Background: an optimization exercise with open tools, aiming at a short achievable clock period and few clock cycles per item. Do not read the settings as production practice.
In this exercise RTL edits were held to simulation tests only and were not proved equivalent to the original.
The clock port is modelled as an ideal driver; clocking choices that lean on that would not hold on a real chip.
Power figures rest on the tool's default switching activity, not on a simulated workload.

Setup of 10-26:
Design swt16_top, start of the top module:
module swt16_top (
   input  wire        clock,
   input  wire        rst,
   input  wire        instr_valid,
   input  wire [15:0] instr,
   output wire        instr_ready,
   output wire        wb_valid,
   input  wire        wb_ready,
   output wire [3:0]  wb_reg_idx,
   output wire [15:0] wb_data
);
==> flow/config.mk <==
export PLATFORM = sky130hd
export DESIGN_NAME = swt16_top
export DESIGN_NICKNAME = swt16_top
export VERILOG_FILES = /design/flow/design.v
export SDC_FILE = /design/flow/constraint.sdc
export NUM_CORES = 4
export LEC_CHECK = 0
export CAP_MARGIN = 20
export CORE_MARGIN = 2
export CORE_UTILIZATION = 40
export SETUP_SLACK_MARGIN = 3.0
export SLEW_MARGIN = 20
export DONT_USE_CELLS = sky130_fd_sc_hd__a2111oi_0 sky130_fd_sc_hd__a2111oi_1 sky130_fd_sc_hd__a2111oi_2 sky130_fd_sc_hd__a2111oi_4 sky130_fd_sc_hd__a2111o_1 sky130_fd_sc_hd__a2111o_2 sky130_fd_sc_hd__a2111o_4 sky130_fd_sc_hd__o2111ai_1 sky130_fd_sc_hd__o2111ai_2 sky130_fd_sc_hd__o2111ai_4 sky130_fd_sc_hd__o2111a_1 sky130_fd_sc_hd__o2111a_2 sky130_fd_sc_hd__o2111a_4 sky130_fd_sc_hd__mux4_1 sky130_fd_sc_hd__mux4_2 sky130_fd_sc_hd__mux4_4 sky130_fd_sc_hd__or4_1 sky130_fd_sc_hd__or4_2 sky130_fd_sc_hd__or4_4 sky130_fd_sc_hd__or4b_1 sky130_fd_sc_hd__or4b_2 sky130_fd_sc_hd__or4b_4 sky130_fd_sc_hd__or4bb_1 sky130_fd_sc_hd__or4bb_2 sky130_fd_sc_hd__or4bb_4 sky130_fd_sc_hd__nor4_1 sky130_fd_sc_hd__nor4_2 sky130_fd_sc_hd__nor4_4 sky130_fd_sc_hd__nor4b_1 sky130_fd_sc_hd__nor4b_2 sky130_fd_sc_hd__nor4b_4 sky130_fd_sc_hd__nor4bb_1 sky130_fd_sc_hd__nor4bb_2 sky130_fd_sc_hd__nor4bb_4 sky130_fd_sc_hd__or3_1 sky130_fd_sc_hd__or3_2 sky130_fd_sc_hd__or3_4 sky130_fd_sc_hd__or3b_1 sky130_fd_sc_hd__or3b_2 sky130_fd_sc_hd__or3b_4 sky130_fd_sc_hd__a222oi_1 sky130_fd_sc_hd__and4_0 sky130_fd_sc_hd__and4_1 sky130_fd_sc_hd__and4_2 sky130_fd_sc_hd__and4_4 sky130_fd_sc_hd__and4b_0 sky130_fd_sc_hd__and4b_1 sky130_fd_sc_hd__and4b_2 sky130_fd_sc_hd__and4b_4 sky130_fd_sc_hd__and4bb_0 sky130_fd_sc_hd__and4bb_1 sky130_fd_sc_hd__and4bb_2 sky130_fd_sc_hd__and4bb_4 sky130_fd_sc_hd__nand4_0 sky130_fd_sc_hd__nand4_1 sky130_fd_sc_hd__nand4_2 sky130_fd_sc_hd__nand4_4 sky130_fd_sc_hd__nand4b_0 sky130_fd_sc_hd__nand4b_1 sky130_fd_sc_hd__nand4b_2 sky130_fd_sc_hd__nand4b_4 sky130_fd_sc_hd__nand4bb_0 sky130_fd_sc_hd__nand4bb_1 sky130_fd_sc_hd__nand4bb_2 sky130_fd_sc_hd__nand4bb_4 sky130_fd_sc_hd__a311oi_0 sky130_fd_sc_hd__a311oi_1 sky130_fd_sc_hd__a311oi_2 sky130_fd_sc_hd__a311oi_4 sky130_fd_sc_hd__a311o_0 sky130_fd_sc_hd__a311o_1 sky130_fd_sc_hd__a311o_2 sky130_fd_sc_hd__a311o_4 sky130_fd_sc_hd__o311ai_0 sky130_fd_sc_hd__o311ai_1 sky130_fd_sc_hd__o311ai_2 sky130_fd_sc_hd__o311ai_4 sky130_fd_sc_hd__o311a_0 sky130_fd_sc_hd__o311a_1 sky130_fd_sc_hd__o311a_2 sky130_fd_sc_hd__o311a_4 sky130_fd_sc_hd__a41oi_0 sky130_fd_sc_hd__a41oi_1 sky130_fd_sc_hd__a41oi_2 sky130_fd_sc_hd__a41oi_4 sky130_fd_sc_hd__a41o_0 sky130_fd_sc_hd__a41o_1 sky130_fd_sc_hd__a41o_2 sky130_fd_sc_hd__a41o_4 sky130_fd_sc_hd__o41ai_0 sky130_fd_sc_hd__o41ai_1 sky130_fd_sc_hd__o41ai_2 sky130_fd_sc_hd__o41ai_4 sky130_fd_sc_hd__o41a_0 sky130_fd_sc_hd__o41a_1 sky130_fd_sc_hd__o41a_2 sky130_fd_sc_hd__o41a_4 sky130_fd_sc_hd__a2bb2oi_0 sky130_fd_sc_hd__a2bb2oi_1 sky130_fd_sc_hd__a2bb2oi_2 sky130_fd_sc_hd__a2bb2oi_4 sky130_fd_sc_hd__o2bb2ai_0 sky130_fd_sc_hd__o2bb2ai_1 sky130_fd_sc_hd__o2bb2ai_2 sky130_fd_sc_hd__o2bb2ai_4 sky130_fd_sc_hd__a221oi_0 sky130_fd_sc_hd__a221oi_1 sky130_fd_sc_hd__a221oi_2 sky130_fd_sc_hd__a221oi_4 sky130_fd_sc_hd__o221ai_0 sky130_fd_sc_hd__o221ai_1 sky130_fd_sc_hd__o221ai_2 sky130_fd_sc_hd__o221ai_4 sky130_fd_sc_hd__a32oi_0 sky130_fd_sc_hd__a32oi_1 sky130_fd_sc_hd__a32oi_2 sky130_fd_sc_hd__a32oi_4 sky130_fd_sc_hd__o32ai_0 sky130_fd_sc_hd__o32ai_1 sky130_fd_sc_hd__o32ai_2 sky130_fd_sc_hd__o32ai_4 sky130_fd_sc_hd__and3b_0 sky130_fd_sc_hd__and3b_1 sky130_fd_sc_hd__and3b_2 sky130_fd_sc_hd__and3b_4 sky130_fd_sc_hd__nor3b_0 sky130_fd_sc_hd__nor3b_1 sky130_fd_sc_hd__nor3b_2 sky130_fd_sc_hd__nor3b_4 sky130_fd_sc_hd__or2b_0 sky130_fd_sc_hd__or2b_1 sky130_fd_sc_hd__or2b_2 sky130_fd_sc_hd__or2b_4  sky130_fd_sc_hd__mux2_1 sky130_fd_sc_hd__mux2_2 sky130_fd_sc_hd__mux2_4 sky130_fd_sc_hd__mux2_8 sky130_fd_sc_hd__mux2i_1 sky130_fd_sc_hd__mux2i_2 sky130_fd_sc_hd__mux2i_4 sky130_fd_sc_hd__mux2i_8  sky130_fd_sc_hd__a221o_1 sky130_fd_sc_hd__a221o_2 sky130_fd_sc_hd__a221o_4 sky130_fd_sc_hd__a211o_1 sky130_fd_sc_hd__a211o_2 sky130_fd_sc_hd__a211o_4 sky130_fd_sc_hd__a21o_1 sky130_fd_sc_hd__a21o_2 sky130_fd_sc_hd__a21o_4 sky130_fd_sc_hd__a22o_1 sky130_fd_sc_hd__a22o_2 sky130_fd_sc_hd__a22o_4 sky130_fd_sc_hd__o221a_1 sky130_fd_sc_hd__o221a_2 sky130_fd_sc_hd__o221a_4 sky130_fd_sc_hd__o211a_1 sky130_fd_sc_hd__o211a_2 sky130_fd_sc_hd__o211a_4 sky130_fd_sc_hd__o21a_1 sky130_fd_sc_hd__o21a_2 sky130_fd_sc_hd__o21a_4 sky130_fd_sc_hd__o22a_1 sky130_fd_sc_hd__o22a_2 sky130_fd_sc_hd__o22a_4 sky130_fd_sc_hd__a2bb2o_1 sky130_fd_sc_hd__a2bb2o_2 sky130_fd_sc_hd__a2bb2o_4 sky130_fd_sc_hd__o2bb2a_1 sky130_fd_sc_hd__o2bb2a_2 sky130_fd_sc_hd__o2bb2a_4 sky130_fd_sc_hd__a21bo_1 sky130_fd_sc_hd__a21bo_2 sky130_fd_sc_hd__a21bo_4 sky130_fd_sc_hd__o21ba_1 sky130_fd_sc_hd__o21ba_2 sky130_fd_sc_hd__o21ba_4 sky130_fd_sc_hd__a32o_1 sky130_fd_sc_hd__a32o_2 sky130_fd_sc_hd__a32o_4 sky130_fd_sc_hd__o32a_1 sky130_fd_sc_hd__o32a_2 sky130_fd_sc_hd__o32a_4 sky130_fd_sc_hd__a31o_1 sky130_fd_sc_hd__a31o_2 sky130_fd_sc_hd__a31o_4 sky130_fd_sc_hd__o31a_1 sky130_fd_sc_hd__o31a_2 sky130_fd_sc_hd__o31a_4 sky130_fd_sc_hd__a311o_1 sky130_fd_sc_hd__a311o_2 sky130_fd_sc_hd__a311o_4 sky130_fd_sc_hd__o311a_1 sky130_fd_sc_hd__o311a_2 sky130_fd_sc_hd__o311a_4 
export BUFFER_PORTS_ARGS = -buffer_cell sky130_fd_sc_hd__buf_4
export PRE_CTS_TCL = /design/flow/flow/cts_pre.tcl
==> flow/constraint.sdc <==
create_clock -name core_clock -period 4.6 [get_ports {clock}]
set_input_delay 0.9200 -clock core_clock [delete_from_list [all_inputs] [get_ports {clock}]]
set_output_delay 0.9200 -clock core_clock [all_outputs]
set_load 0.01 [all_outputs]
standard.sh (not shown) runs the stock make flow with config.mk's settings and CLKGATE_MAP_FILE= SYNTH_SCRIPT=/design/flow/synth_recipe.tcl, a recipe that flattens the netlist after the stock synthesis.
==> flow/flow/run.sh <==
#!/bin/bash
# Standard ORFS layout (the standard.sh, all steps) with three settings
# added to config.mk:
#  - slow cells (4-input and/or stacks, mux4, mux2, a2111/o2111, and the
#    two-stage non-inverting and-or/or-and gates) are added to the don't-use
#    list, so synthesis and repair build the logic from faster gates. Only
#    combinational cells are listed: the registers are mapped exactly as in
#    the standard synthesis.
#  - the port buffers are inserted as buf_4 instead of the default delay-type
#    buffer, which footprint-matched resizing can not replace later.
#  - cts_pre.tcl (PRE_CTS_TCL) keeps TritonCTS's leaf buffers but replaces
#    its upper tree by four clkbuf_16 fed straight from the clock port, so
#    every register is two buffers from the port (a shorter, balanced tree).
# Each ORFS step logs to orfs/logs/...; standard.sh's own output goes to
# standard.log.
set -euo pipefail
here=$(cd "$(dirname "$0")" && pwd)
echo "export DONT_USE_CELLS = $(cat "$here/dont_use.txt")" >> config.mk
echo "export BUFFER_PORTS_ARGS = -buffer_cell sky130_fd_sc_hd__buf_4" >> config.mk
echo "export PRE_CTS_TCL = $here/cts_pre.tcl" >> config.mk
bash standard.sh > standard.log 2>&1
Other scripts of this flow, unchanged in this note and not shown: flow/flow/cts_pre.tcl, flow/flow/dont_use.txt
Testbench counts of 10-26, summed over its fixed seeds: cycles 40,040, items 40,000.
The inputs of 03-14 differ from those of 10-26 as listed below.
- a change of SETUP_SLACK_MARGIN from 3.0 to 3.6
Findings:
Across both runs, overall fraction of global-route tracks in use was higher for 03-14 than for 10-26. Relative to 10-26, share of power burned in registers has increased by 0.3 points in 03-14. In 03-14 the wire length turned out 17000 µm higher than in 10-26. Cmp 03-14 and 10-26 / arrival time of the worst setup path / higher: 10-26. Placed cell count in 03-14 is 17 below 10-26. [compare] base=10-26 new=03-14: final design area excluding fillers increased about 12%; count of vias placed by the detailed router increased 5.8%; power per cell area decreased 11%; maximum net fanout on the critical path decreased 7. Utilization 10-26 -> 03-14: up. Against 10-26, power in 03-14 came out better.

## port drivers added, routing unchanged
The flow's constraints put no driver on any port. The routed layouts listed below were extracted and timed again, unchanged, in two steps. Step 1 (the two cells are an assumption about what drives the block):
set clk [get_ports {clock}]
set_driving_cell -lib_cell sky130_fd_sc_hd__clkbuf_16 $clk
set_driving_cell -lib_cell sky130_fd_sc_hd__buf_2 [delete_from_list [all_inputs] $clk]
Step 2 moves the port delays by t, midway between the first and last clock arrival at a register: inputs arrive t later, outputs are due t later. That takes back most of the time a late clock gives input paths. a / b / c = ideal ports / drivers / drivers and shift; a / b = the first two.
| run | t, ns | setup WS [ns] | worst setup path at the end | worst data-port slew with drivers (ns) |
|---|---|---|---|---|
| 10-26 | 0.606 | 2.593 / 2.579 / 2.453 | input to register | 0.14 |
| 03-14 | 0.599 | 2.661 / 2.597 / 2.429 | input to register | 0.36 |
After both steps every run listed still meets setup and hold. The setup slack of 03-14, which loses most, moves by -0.064 ns with the drivers and by -0.232 ns with both steps.
